Source: an optimization exercise on an open RTL-to-GDS flow (aim: small area, a short achievable clock period and few clock cycles). Production flows keep margins and buffers that such runs may drop.
Where RTL was checked, it was by simulation tests only, not by an equivalence proof against the original.
Power and IR drop assume default switching activity.

== run A ==
Design cpu_idle_power_mode_controller, start of the top module:
module cpu_idle_power_mode_controller (
  input  wire logic        clk,
  input  wire logic        rst,
  input  wire logic        req_valid,
  output logic             req_ready,
  input  wire logic [1:0]  req_cmd,
  input  wire logic [2:0]  req_cpu,
  input  wire logic [31:0] req_base_index,
  input  wire logic [15:0] req_sleep_length,
  input  wire logic        req_cancel,
  input  wire logic [1:0]  req_mode_type,
  input  wire logic        req_system_refused,
  output logic             rsp_valid,
  input  wire logic        rsp_ready,
  output logic [31:0]      rsp_result_index,
  output logic [3:0]       rsp_entered_modes,
  output logic [3:0]       rsp_exited_modes,
  output logic [7:0]       rsp_wake_cpus,
  output logic             rsp_core_off,
  output logic             rsp_core_on,
  output logic             rsp_cluster_off,
  output logic             rsp_cluster_on,
  output logic [1:0]       rsp_cluster_number,
  output logic             rsp_system_enter,
  output logic             rsp_system_exit,
  output logic             rsp_exit_cancelled,
  input  wire logic        cfg_valid,
  output logic             cfg_ready,
  input  wire logic [2:0]  cfg_index,
  input  wire logic [63:0] cfg_data
);
Size in the first run: roughly 1,600 cells after synthesis, roughly 580 flip-flops, roughly 190 I/O pins, ~24,000 sq um of cells after synthesis.
Settings: LEC_CHECK=0, CAP_MARGIN=20, CORE_MARGIN=2, CORE_UTILIZATION=65, CTS_CLUSTER_DIAMETER=80, CTS_CLUSTER_SIZE=25, SETUP_SLACK_MARGIN=3.0, SLEW_MARGIN=20; clock period 5.5 ns.
standard.sh (not shown) runs the stock make flow with config.mk's settings and CLKGATE_MAP_FILE= SYNTH_SCRIPT=/design/flow/synth_recipe.tcl, a recipe that flattens the netlist after the stock synthesis.
==> flow/flow/run.sh <==
#!/bin/bash
# Layout flow: the standard flow, with the port buffers of buffer_ports made from
# sky130_fd_sc_hd__buf_1 instead of the cell buffer_ports picks by itself. The synthesis is the
# standard one, unchanged. Each step's full output goes to a log of its own in this folder.
set -euo pipefail
bash standard.sh synth > synth.log 2>&1
export BUFFER_PORTS_ARGS="-buffer_cell sky130_fd_sc_hd__buf_1"
bash standard.sh floorplan > floorplan.log 2>&1
bash standard.sh place > place.log 2>&1
bash standard.sh cts > cts.log 2>&1
bash standard.sh route > route.log 2>&1
bash standard.sh finish > finish.log 2>&1
diff inputs: run A => run C
diff --git a/flow/design.v b/flow/design.v
--- a/flow/design.v
+++ b/flow/design.v
@@ -63,38 +63,22 @@
     logic [15:0] eq;
     gt = a & ~b;
     eq = ~(a ^ b);
     for (int w = 1; w < 16; w = w * 2) begin
       for (int i = 0; i < 16; i = i + 2 * w) begin
         gt[i] = gt[i + w] | (eq[i + w] & gt[i]);
         eq[i] = eq[i + w] & eq[i];
       end
     end
     ge16 = gt[0] | eq[0];
   endfunction
-  function automatic logic [7:0] inc8(input logic [7:0] x);
-    logic carry;
-    carry = 1'b1;
-    for (int i = 0; i < 8; i++) begin
-      inc8[i] = x[i] ^ carry;
-      carry   = carry & x[i];
-    end
-  endfunction
-  function automatic logic [7:0] dec8(input logic [7:0] x);
-    logic borrow;
-    borrow = 1'b1;
-    for (int i = 0; i < 8; i++) begin
-      dec8[i] = x[i] ^ borrow;
-      borrow  = borrow & !x[i];
-    end
-  endfunction
 endpackage
 `default_nettype wire
 `default_nettype none
 module cipm_cfg_regs (
   input  wire logic        clk,
   input  wire logic        rst,
   input  wire logic        cfg_valid,
   output logic             cfg_ready,
   input  wire logic [2:0]  cfg_index,
   input  wire logic [63:0] cfg_data,
   output cipm_pkg::cfg_t             regs
@@ -264,24 +248,24 @@
     for (int c = 0; c < NC; c++) a_sel[c] = (a_cpu == c[2:0]);
     for (int m = 0; m < NM; m++) begin
       cnt_zero[m] = (mode_count[m] == 8'd0);
       cnt_full[m] = (mode_count[m] == cipm_pkg::COUNT_MAX);
       sib_ok[m] = 1'b1;
       for (int c = 0; c < NC; c++) begin
         if (need[m][c] && !a_sel[c] && !(cpu_down[c] && cpu_ge[c][m])) sib_ok[m] = 1'b0;
       end
       entered[m] = a_ent[m] && cnt_zero[m] && sib_ok[m];
       exited[m]  = a_ext[m] && mode_down[m];
       woken[m]   = a_dis[m] && cnt_zero[m];
-      if (a_dis[m] && !cnt_full[m])      count_next[m] = cipm_pkg::inc8(mode_count[m]);
-      else if (a_ena[m] && !cnt_zero[m]) count_next[m] = cipm_pkg::dec8(mode_count[m]);
+      if (a_dis[m] && !cnt_full[m])      count_next[m] = mode_count[m] + 8'd1;
+      else if (a_ena[m] && !cnt_zero[m]) count_next[m] = mode_count[m] - 8'd1;
       else                               count_next[m] = mode_count[m];
     end
     rsp_next = '0;
     rsp_next.result_index   = a_base;
     rsp_next.entered_modes  = entered;
     rsp_next.exited_modes   = exited;
     rsp_next.core_off       = a_enter;
     rsp_next.core_on        = a_exit;
     rsp_next.cluster_number = a_cluster;
     rsp_next.cluster_off    = |(entered & kind_cl);
     rsp_next.system_enter   = |(entered & kind_sys);
[summary]
- Comparing run A and run C, the lower number of non-clock buffers in the layout was measured on run A.
- Of run A and run C, the run reporting the higher met1 layer usage reported by global route was run C.
- In the final design statistics, run C uses more standard cells in total than run A.
- Against run A as the reference, run C delivers a higher overall global routing resource usage.
- Between run A and run C, minimum clock period after layout decreased.
- Comparing the two runs side by side, run C comes out behind run A on design area.
- Run C ends up with higher routed wire length than run A does.
- Compared with run A, run C shows a lower maximum fanout along the worst path.
- Looking at met1 routed wirelength after detailed routing, run C sits about 4.7% above run A.
Testbench counts of run C, summed over its fixed seeds: cycles 21,366.
Function not checked in run A: the RTL went through the layout flow alone.

========
Another version of the RTL of cpu_idle_power_mode_controller (not shown whole).
Size in the first run: about 570 flip-flops, roughly 190 I/O pins.
export LEC_CHECK = 0
export CAP_MARGIN = 20
export CORE_MARGIN = 2
export CORE_UTILIZATION = 55
export CTS_CLUSTER_DIAMETER = 80
export CTS_CLUSTER_SIZE = 25
export SETUP_SLACK_MARGIN = 2.8
export SLEW_MARGIN = 20
create_clock -name core_clock -period 5.5 [get_ports {clk}]
Scripts as last shown in full above: flow/flow/run.sh
The first run completed with no timing, DRC or antenna violations.
Change:
--- a/flow/design.v
+++ b/flow/design.v
@@ -116,28 +116,30 @@
   input  wire logic           res_wr,
   input  wire logic           out_ready,
   output logic                out_valid,
   output cipm_pkg::rsp_t      out_rsp
 );
   localparam int NC = cipm_pkg::NUM_CPUS;
   localparam int NM = cipm_pkg::NUM_MODES;
   logic [NC-1:0]          cpu_down;
   logic [NC-1:0][15:0]    cpu_sleep;
   logic [NC-1:0][NM-1:0]  cpu_ge;
   logic [NM-1:0]          mode_down;
   logic [NM-1:0][7:0]     mode_count;
-  logic                   rc_busy;
+  logic                   rc_busy;    
   logic                   rc_load;    
   logic                   rc_cmp;     
+  logic                   rc_wr;      
   logic [2:0]             rc_idx;
+  logic [2:0]             rc_cidx;
   logic [2:0]             rc_widx;
   logic [15:0]            rc_sleep;
   logic                   a_valid;
   logic [2:0]             a_cpu;
   logic                   a_enter;
   logic                   a_exit;
   logic [NM-1:0]          a_ge;
   logic [NM-1:0]          a_ent;
   logic [NM-1:0]          a_ext;
   logic [NM-1:0]          a_dis;
   logic [NM-1:0]          a_ena;
   logic [1:0]             a_cluster;
@@ -150,29 +152,37 @@
   always_comb begin
     for (int m = 0; m < NM; m++) begin
       sib[m]      = regs.mode_siblings[8*m +: NC];
       need[m]     = regs.mode_siblings[8*m +: NC] & regs.online_mask[NC-1:0];
       kind_cl[m]  = (regs.mode_kind[2*m +: 2] == cipm_pkg::KIND_CLUSTER);
       kind_sys[m] = (regs.mode_kind[2*m +: 2] == cipm_pkg::KIND_SYSTEM);
     end
   end
   logic b_free;
   logic a_free;
   logic b_adv;
   logic accept;
+  logic both_full;
   assign b_free    = !out_valid || out_ready;
   assign a_free    = !a_valid || b_free;
   assign b_adv     = a_valid && b_free;
-  assign req_ready = a_free && !rc_busy;
+  assign req_ready = !rc_busy && (out_ready || !both_full);
   assign accept    = req_valid && req_ready;
+  always_ff @(posedge clk) begin
+    if (rst) begin
+      both_full <= 1'b0;
+    end else begin
+      both_full <= (a_free ? accept : a_valid) && (b_free ? a_valid : out_valid);
+    end
+  end
   logic [15:0]   cmp_sleep;
   logic [NM-1:0] cmp_ge;
   logic [NM-1:0] in_member;
   logic [NM-1:0] in_allowed;
   logic          in_online;
   logic          in_enter;
   logic          in_exit;
   logic          in_dis;
   logic          in_ena;
   logic [NM-1:0] in_ent;
   logic [NM-1:0] in_ext;
   logic [NM-1:0] in_dis_m;
@@ -282,51 +292,55 @@
         if (a_enter) cpu_down <= cpu_down | a_sel;
         if (a_exit)  cpu_down <= cpu_down & ~a_sel;
         mode_down  <= (mode_down | entered) & ~exited;
         mode_count <= count_next;
       end
     end
   end
   always_ff @(posedge clk) begin
     if (b_free) begin
       out_rsp <= rsp_next;
     end
   end
-  assign rc_busy = rc_load || rc_cmp;
   always_ff @(posedge clk) begin
     if (rst) begin
+      rc_busy <= 1'b0;
       rc_load <= 1'b0;
       rc_cmp  <= 1'b0;
+      rc_wr   <= 1'b0;
       rc_idx  <= '0;
     end else if (res_wr) begin
+      rc_busy <= 1'b1;
       rc_load <= 1'b1;
       rc_cmp  <= 1'b0;
+      rc_wr   <= 1'b0;
       rc_idx  <= '0;
     end else begin
+      rc_busy <= rc_load;
       rc_cmp <= rc_load;
+      rc_wr  <= rc_cmp;
       if (rc_load) begin
         rc_load <= (rc_idx != 3'(NC - 1));
         rc_idx  <= rc_idx + 3'd1;
       end
     end
   end
   always_ff @(posedge clk) begin
     rc_sleep <= cpu_sleep[rc_idx];
-    rc_widx  <= rc_idx;
+    rc_cidx  <= rc_idx;
+    rc_widx  <= rc_cidx;
   end
   always_ff @(posedge clk) begin
     for (int c = 0; c < NC; c++) begin
-      if (rc_cmp && (rc_widx == c[2:0])) begin
-        cpu_ge[c] <= cmp_ge;
-      end else if (b_adv && a_enter && a_sel[c]) begin
+      if ((rc_wr && (rc_widx == c[2:0])) || (b_adv && a_enter && a_sel[c])) begin
         cpu_ge[c] <= a_ge;
       end
     end
   end
 endmodule
 `default_nettype wire
 `default_nettype none
 module cpu_idle_power_mode_controller (
   input  wire logic        clk,
   input  wire logic        rst,
   input  wire logic        req_valid,
   output logic             req_ready,
=> The changed run completed without violations. Routed wire length came out lower by 5.0%. Total power came out lower by 1.9%. Worst setup slack improved by 110 ps. Utilization came out lower by 2.1 points. Cell area came out lower by 3.6%. Via count came out lower by 4.3%.
Testbench counts after the change, summed over its fixed seeds: cycles 21,366.
The RTL of the first run of this note was laid out without a check of its function.

========
Another version of the RTL of cpu_idle_power_mode_controller (not shown whole).
Size: ~1600 cells after synthesis, about 560 flip-flops, ~190 I/O pins, roughly 0.024 mm^2 of cells after synthesis.
Settings: LEC_CHECK=0, CAP_MARGIN=20, CORE_MARGIN=2, CORE_UTILIZATION=65, CTS_BUF_LIST=sky130_fd_sc_hd__clkbuf_8, CTS_CLUSTER_DIAMETER=50, CTS_CLUSTER_SIZE=16, GPL_ROUTABILITY_DRIVEN=0, SETUP_SLACK_MARGIN=3.0, SLEW_MARGIN=70; clock period 5.5 ns.
Scripts as last shown in full above: flow/flow/run.sh
The baseline finished clean.
Testbench counts at the start, summed over its fixed seeds: cycles 21,366.
Next try:
--- a/flow/design.v
+++ b/flow/design.v
@@ -176,13 +176,13 @@
   logic accept;
   logic both_full;
   assign b_free    = !out_valid || out_ready;
   assign a_free    = !a_valid || b_free;
   assign b_adv     = a_valid && b_free;
   assign req_ready = !rc_busy && (out_ready || !both_full);
-  assign accept    = req_valid && req_ready;
+  assign accept    = req_valid && !rc_busy && a_free;
   always_ff @(posedge clk) begin
     if (rst) begin
       both_full <= 1'b0;
     end else begin
       both_full <= (a_free ? accept : a_valid) && (b_free ? a_valid : out_valid);
     end
After rerunning: The new run went through all stages and came out clean; worst setup slack gets better by 0.0084 ns; cell count went down by 0.83%; area after synthesis stays flat; worst hold slack got worse by 0.0087 ns; routed wire length came out higher by about 3%; design area stays flat; maximum frequency goes up by about 0.33%; via count stays flat; global-route usage is higher by 1.4 points; sequential cell count stays the same; sequential power stays flat; die area hardly moves; count of clock-buffer cells in the layout climbs by 2; synthesized cell count barely changes.
Testbench counts after the change, summed over its fixed seeds: cycles 21,366.

========
cpu_idle_power_mode_controller, a different RTL version from the one above (not shown whole).
Size: about 1700 cells after synthesis, roughly 510 flip-flops, ~190 I/O pins, roughly 23000 sq um of cells after synthesis.
export LEC_CHECK = 0
export CAP_MARGIN = 20
export CORE_MARGIN = 2
export CORE_UTILIZATION = 65
export CTS_CLUSTER_DIAMETER = 80
export CTS_CLUSTER_SIZE = 25
export SETUP_SLACK_MARGIN = 3.0
export SLEW_MARGIN = 20
create_clock -name core_clock -period 5.5 [get_ports {clk}]
Scripts as last shown in full above: flow/flow/run.sh
Rerun with:
--- a/flow/design.v
+++ b/flow/design.v
@@ -62,40 +62,24 @@
     logic [15:0] gt;
     logic [15:0] eq;
     gt = a & ~b;
     eq = ~(a ^ b);
     for (int w = 1; w < 16; w = w * 2) begin
       for (int i = 0; i < 16; i = i + 2 * w) begin
         gt[i] = gt[i + w] | (eq[i + w] & gt[i]);
         eq[i] = eq[i + w] & eq[i];
       end
     end
     ge16 = gt[0] | eq[0];
   endfunction
-  function automatic logic [7:0] inc8(input logic [7:0] x);
-    logic carry;
-    carry = 1'b1;
-    for (int i = 0; i < 8; i++) begin
-      inc8[i] = x[i] ^ carry;
-      carry   = carry & x[i];
-    end
-  endfunction
-  function automatic logic [7:0] dec8(input logic [7:0] x);
-    logic borrow;
-    borrow = 1'b1;
-    for (int i = 0; i < 8; i++) begin
-      dec8[i] = x[i] ^ borrow;
-      borrow  = borrow & !x[i];
-    end
-  endfunction
 endpackage
 `default_nettype wire
 `default_nettype none
 module cipm_cfg_regs (
   input  wire logic        clk,
   input  wire logic        rst,
   input  wire logic        cfg_valid,
   output logic             cfg_ready,
   input  wire logic [2:0]  cfg_index,
   input  wire logic [63:0] cfg_data,
   output cipm_pkg::cfg_t             regs
 );
@@ -162,26 +146,26 @@
   logic [NM-1:0][7:0]     cnt_inc;
   logic [NM-1:0][7:0]     cnt_dec;
   logic [NM-1:0]          kind_cl;
   logic [NM-1:0]          kind_sys;
   always_comb begin
     for (int m = 0; m < NM; m++) begin
       sib[m]      = regs.mode_siblings[8*m +: NC];
       need[m]     = regs.mode_siblings[8*m +: NC] & regs.online_mask[NC-1:0];
       kind_cl[m]  = (regs.mode_kind[2*m +: 2] == cipm_pkg::KIND_CLUSTER);
       kind_sys[m] = (regs.mode_kind[2*m +: 2] == cipm_pkg::KIND_SYSTEM);
       cnt_zero[m] = (mode_count[m] == 8'd0);
       cnt_full[m] = (mode_count[m] == cipm_pkg::COUNT_MAX);
-      cnt_inc[m]  = cipm_pkg::inc8(mode_count[m]);
-      cnt_dec[m]  = cipm_pkg::dec8(mode_count[m]);
+      cnt_inc[m]  = mode_count[m] + 8'd1;
+      cnt_dec[m]  = mode_count[m] - 8'd1;
       for (int c = 0; c < NC; c++) begin
         okc[m][c] = !need[m][c] || (cpu_down[c] && cpu_ge[c][m]);
       end
       for (int c = 0; c < NC; c++) begin
         ent_ok[m][c] = sib[m][c] && regs.mode_entry_allowed[8*m + c] && cnt_zero[m];
         for (int d = 0; d < NC; d++) begin
           if (d != c) ent_ok[m][c] = ent_ok[m][c] && okc[m][d];
         end
         ext_ok[m][c] = sib[m][c] && mode_down[m];
       end
     end
   end
Effect: Die area came out higher by 1.0%. Final area came out higher by about 3%. Total power came out lower by about 0.4%. Global-route usage came out lower by 1.5 points. Core utilization came out higher by 1.9 points. Register-to-register slack loses 0.45 ns. Critical path depth came out higher by 12. Combinational power stays flat. Maximum frequency came out lower by about 8%. Synthesized cell count came out higher by about 1.8%. Clock power came out lower by about 2%. Sequential power is about the same. Sequential share of layout area came out lower by 1.5 points. Worst setup slack loses 0.27 ns.
No functional check of the RTL was part of any run of this note.

========
## v6
cpu_idle_power_mode_controller with an RTL version that a note above also has.
Size: ~1,600 cells after synthesis, roughly 560 flip-flops, roughly 190 I/O pins, about 24,000 sq um of cells after synthesis.
Design cpu_idle_power_mode_controller, start of the top module:
module cpu_idle_power_mode_controller (
  input  wire logic        clk,
  input  wire logic        rst,
  input  wire logic        req_valid,
  output logic             req_ready,
  input  wire logic [1:0]  req_cmd,
  input  wire logic [2:0]  req_cpu,
  input  wire logic [31:0] req_base_index,
  input  wire logic [15:0] req_sleep_length,
  input  wire logic        req_cancel,
  input  wire logic [1:0]  req_mode_type,
  input  wire logic        req_system_refused,
  output logic             rsp_valid,
  input  wire logic        rsp_ready,
  output logic [31:0]      rsp_result_index,
  output logic [3:0]       rsp_entered_modes,
  output logic [3:0]       rsp_exited_modes,
  output logic [7:0]       rsp_wake_cpus,
  output logic             rsp_core_off,
  output logic             rsp_core_on,
  output logic             rsp_cluster_off,
  output logic             rsp_cluster_on,
  output logic [1:0]       rsp_cluster_number,
  output logic             rsp_system_enter,
  output logic             rsp_system_exit,
  output logic             rsp_exit_cancelled,
  input  wire logic        cfg_valid,
  output logic             cfg_ready,
  input  wire logic [2:0]  cfg_index,
  input  wire logic [63:0] cfg_data
);
  cipm_pkg::cfg_t regs;
  cipm_pkg::req_t req;
  logic out_valid;
  cipm_pkg::rsp_t out_rsp;
  logic res_wr;
  assign req.cmd            = req_cmd;
  assign req.cpu            = req_cpu;
  assign req.base_index     = req_base_index;
  assign req.sleep_length   = req_sleep_length;
  assign req.cancel         = req_cancel;
  assign req.mode_type      = req_mode_type;
  assign req.system_refused = req_system_refused;
  ...
clock: 5.5 ns
lec_check: 0
cap_margin: 20
core_margin: 2
core_utilization: 65
cts_cluster_diameter: 80
cts_cluster_size: 25
setup_slack_margin: 3.0
slew_margin: 70
Scripts as last shown in full above: flow/flow/run.sh
Testbench counts of v6, summed over its fixed seeds: cycles 21,366.
--- input diff v6..v7 ---
--- a/flow/design.v
+++ b/flow/design.v
@@ -137,24 +137,27 @@
   localparam int NC = cipm_pkg::NUM_CPUS;
   localparam int NM = cipm_pkg::NUM_MODES;
   logic [NC-1:0]          cpu_down;
   logic [NC-1:0][15:0]    cpu_sleep;
   logic [NC-1:0][NM-1:0]  cpu_ge;
   logic [NM-1:0]          mode_down;
   logic [NM-1:0][7:0]     mode_count;
   logic                   rc_busy;    
   logic                   rc_load;    
   logic                   rc_cmp;     
   logic                   rc_wr;      
   logic [2:0]             rc_idx;
+  logic [2:0]             rc_cidx;
+  logic [2:0]             rc_widx;
+  logic [15:0]            rc_sleep;
   logic                   a_valid;
   logic [2:0]             a_cpu;
   logic                   a_enter;
   logic                   a_exit;
   logic [NM-1:0]          a_ge;
   logic [NM-1:0]          a_ent;
   logic [NM-1:0]          a_ext;
   logic [NM-1:0]          a_dis;
   logic [NM-1:0]          a_ena;
   logic [1:0]             a_cluster;
   logic [31:0]            a_base;
   logic                   a_cancel;
@@ -191,25 +194,25 @@
   logic [NM-1:0] cmp_ge;
   logic [NM-1:0] in_member;
   logic [NM-1:0] in_allowed;
   logic          in_online;
   logic          in_enter;
   logic          in_exit;
   logic          in_dis;
   logic          in_ena;
   logic [NM-1:0] in_ent;
   logic [NM-1:0] in_ext;
   logic [NM-1:0] in_dis_m;
   logic [NM-1:0] in_ena_m;
-  assign cmp_sleep = rc_cmp ? a_base[15:0] : req.sleep_length;
+  assign cmp_sleep = rc_cmp ? rc_sleep : req.sleep_length;
   assign in_enter  = (req.cmd == cipm_pkg::CMD_ENTER);
   assign in_exit   = (req.cmd == cipm_pkg::CMD_EXIT);
   assign in_dis    = (req.cmd == cipm_pkg::CMD_DISABLE);
   assign in_ena    = (req.cmd == cipm_pkg::CMD_ENABLE);
   assign in_online = regs.online_mask[req.cpu];
   always_comb begin
     for (int m = 0; m < NM; m++) begin
       cmp_ge[m]     = cipm_pkg::ge16(cmp_sleep, regs.mode_residency[16*m +: 16]);
       in_member[m]  = regs.mode_siblings[8*m + req.cpu];
       in_allowed[m] = regs.mode_entry_allowed[8*m + req.cpu];
       in_ent[m]     = in_enter && in_member[m] && in_allowed[m]
                       && (cmp_ge[m] || !in_online)
@@ -228,27 +231,25 @@
   end
   always_ff @(posedge clk) begin
     if (a_free) begin
       a_cpu     <= req.cpu;
       a_enter   <= in_enter;
       a_exit    <= in_exit;
       a_ge      <= cmp_ge;
       a_ent     <= in_ent;
       a_ext     <= in_ext;
       a_dis     <= in_dis_m;
       a_ena     <= in_ena_m;
       a_cluster <= regs.cpu_cluster_map[2*req.cpu +: 2];
-      if (rc_load)       a_base <= {16'd0, cpu_sleep[rc_idx]};
-      else if (in_enter) a_base <= req.base_index;
-      else               a_base <= 32'd0;
+      a_base    <= in_enter ? req.base_index : 32'd0;
       a_cancel  <= req.cancel;
     end
   end
   always_ff @(posedge clk) begin
     for (int c = 0; c < NC; c++) begin
       if (accept && in_enter && (req.cpu == c[2:0])) begin
         cpu_sleep[c] <= req.sleep_length;
       end
     end
   end
   logic [NC-1:0]  a_sel;
   logic [NM-1:0]  cnt_zero;
@@ -326,32 +327,33 @@
     end else if (res_wr) begin
       rc_busy <= 1'b1;
       rc_load <= 1'b1;
       rc_cmp  <= 1'b0;
       rc_wr   <= 1'b0;
       rc_idx  <= '0;
     end else begin
       rc_busy <= rc_load;
       rc_cmp <= rc_load;
       rc_wr  <= rc_cmp;
       if (rc_load) begin
         rc_load <= (rc_idx != 3'(NC - 1));
-      end
-      if (rc_load || rc_cmp) begin
         rc_idx  <= rc_idx + 3'd1;
       end
     end
   end
-  logic [2:0] rc_widx;
-  assign rc_widx = rc_idx - 3'd2;
+  always_ff @(posedge clk) begin
+    rc_sleep <= cpu_sleep[rc_idx];
+    rc_cidx  <= rc_idx;
+    rc_widx  <= rc_cidx;
+  end
   always_ff @(posedge clk) begin
     for (int c = 0; c < NC; c++) begin
       if ((rc_wr && (rc_widx == c[2:0])) || (b_adv && a_enter && a_sel[c])) begin
         cpu_ge[c] <= a_ge;
       end
     end
   end
 endmodule
 `default_nettype wire
 `default_nettype none
 module cpu_idle_power_mode_controller (
   input  wire logic        clk,
[summary]
- Compared with v6, v7 shows number of fillers in the final layout that has gone up by a few percent.
- Going from v6 to v7, number of placement rows went up 1; global-route usage lost 0.25 points; final standard cell area without fillers saw a decrease; maximum number of pins on one net before global-route repair lower; first-iteration detailed-routing DRC count went down 406.
The RTL of v7 was laid out without a check of its function.

-- what the ideal ports hide --
Ports are ideal in the flow. The routed layouts listed here were re-timed in OpenROAD. Step 1 assumes that a clkbuf_16 drives the clock port and a buf_2 every other input. Step 2, shift: input delay + t, output delay - t, t = (earliest + latest rising clock arrival at the registers) / 2. This alone moves slack from input paths to output paths. Three values: ideal ports, drivers, drivers and shift; two values: the first two.
run	t, ns	slack for setup (ns)	worst setup path at the end
run A	0.645	2.849 / 2.865 / 2.235	input to register
run C	0.661	2.908 / 2.846 / 2.334	input to register
the first run of note 2	0.627	2.713 / 2.721 / 2.095	input to register
the second run of note 2	0.625	2.825 / 2.800 / 2.243	input to register
the first run of note 3	0.700	2.950 / 2.877 / 2.332	input to register
the second run of note 3	0.686	2.959 / 2.905 / 2.350	input to register
the first run of note 4	0.629	2.430 / 2.371 / 2.080	input to register
the second run of note 4	0.630	2.160 / 2.142 / 1.512	input to register
v6	0.653	2.910 / 2.850 / 2.275	input to register
v7	0.654	2.921 / 2.868 / 2.301	input to register
After both steps every run listed still meets setup and hold. For the second run of note 4, which loses most, drivers alone change the setup slack by -0.018 ns; drivers and shift together by -0.648 ns.
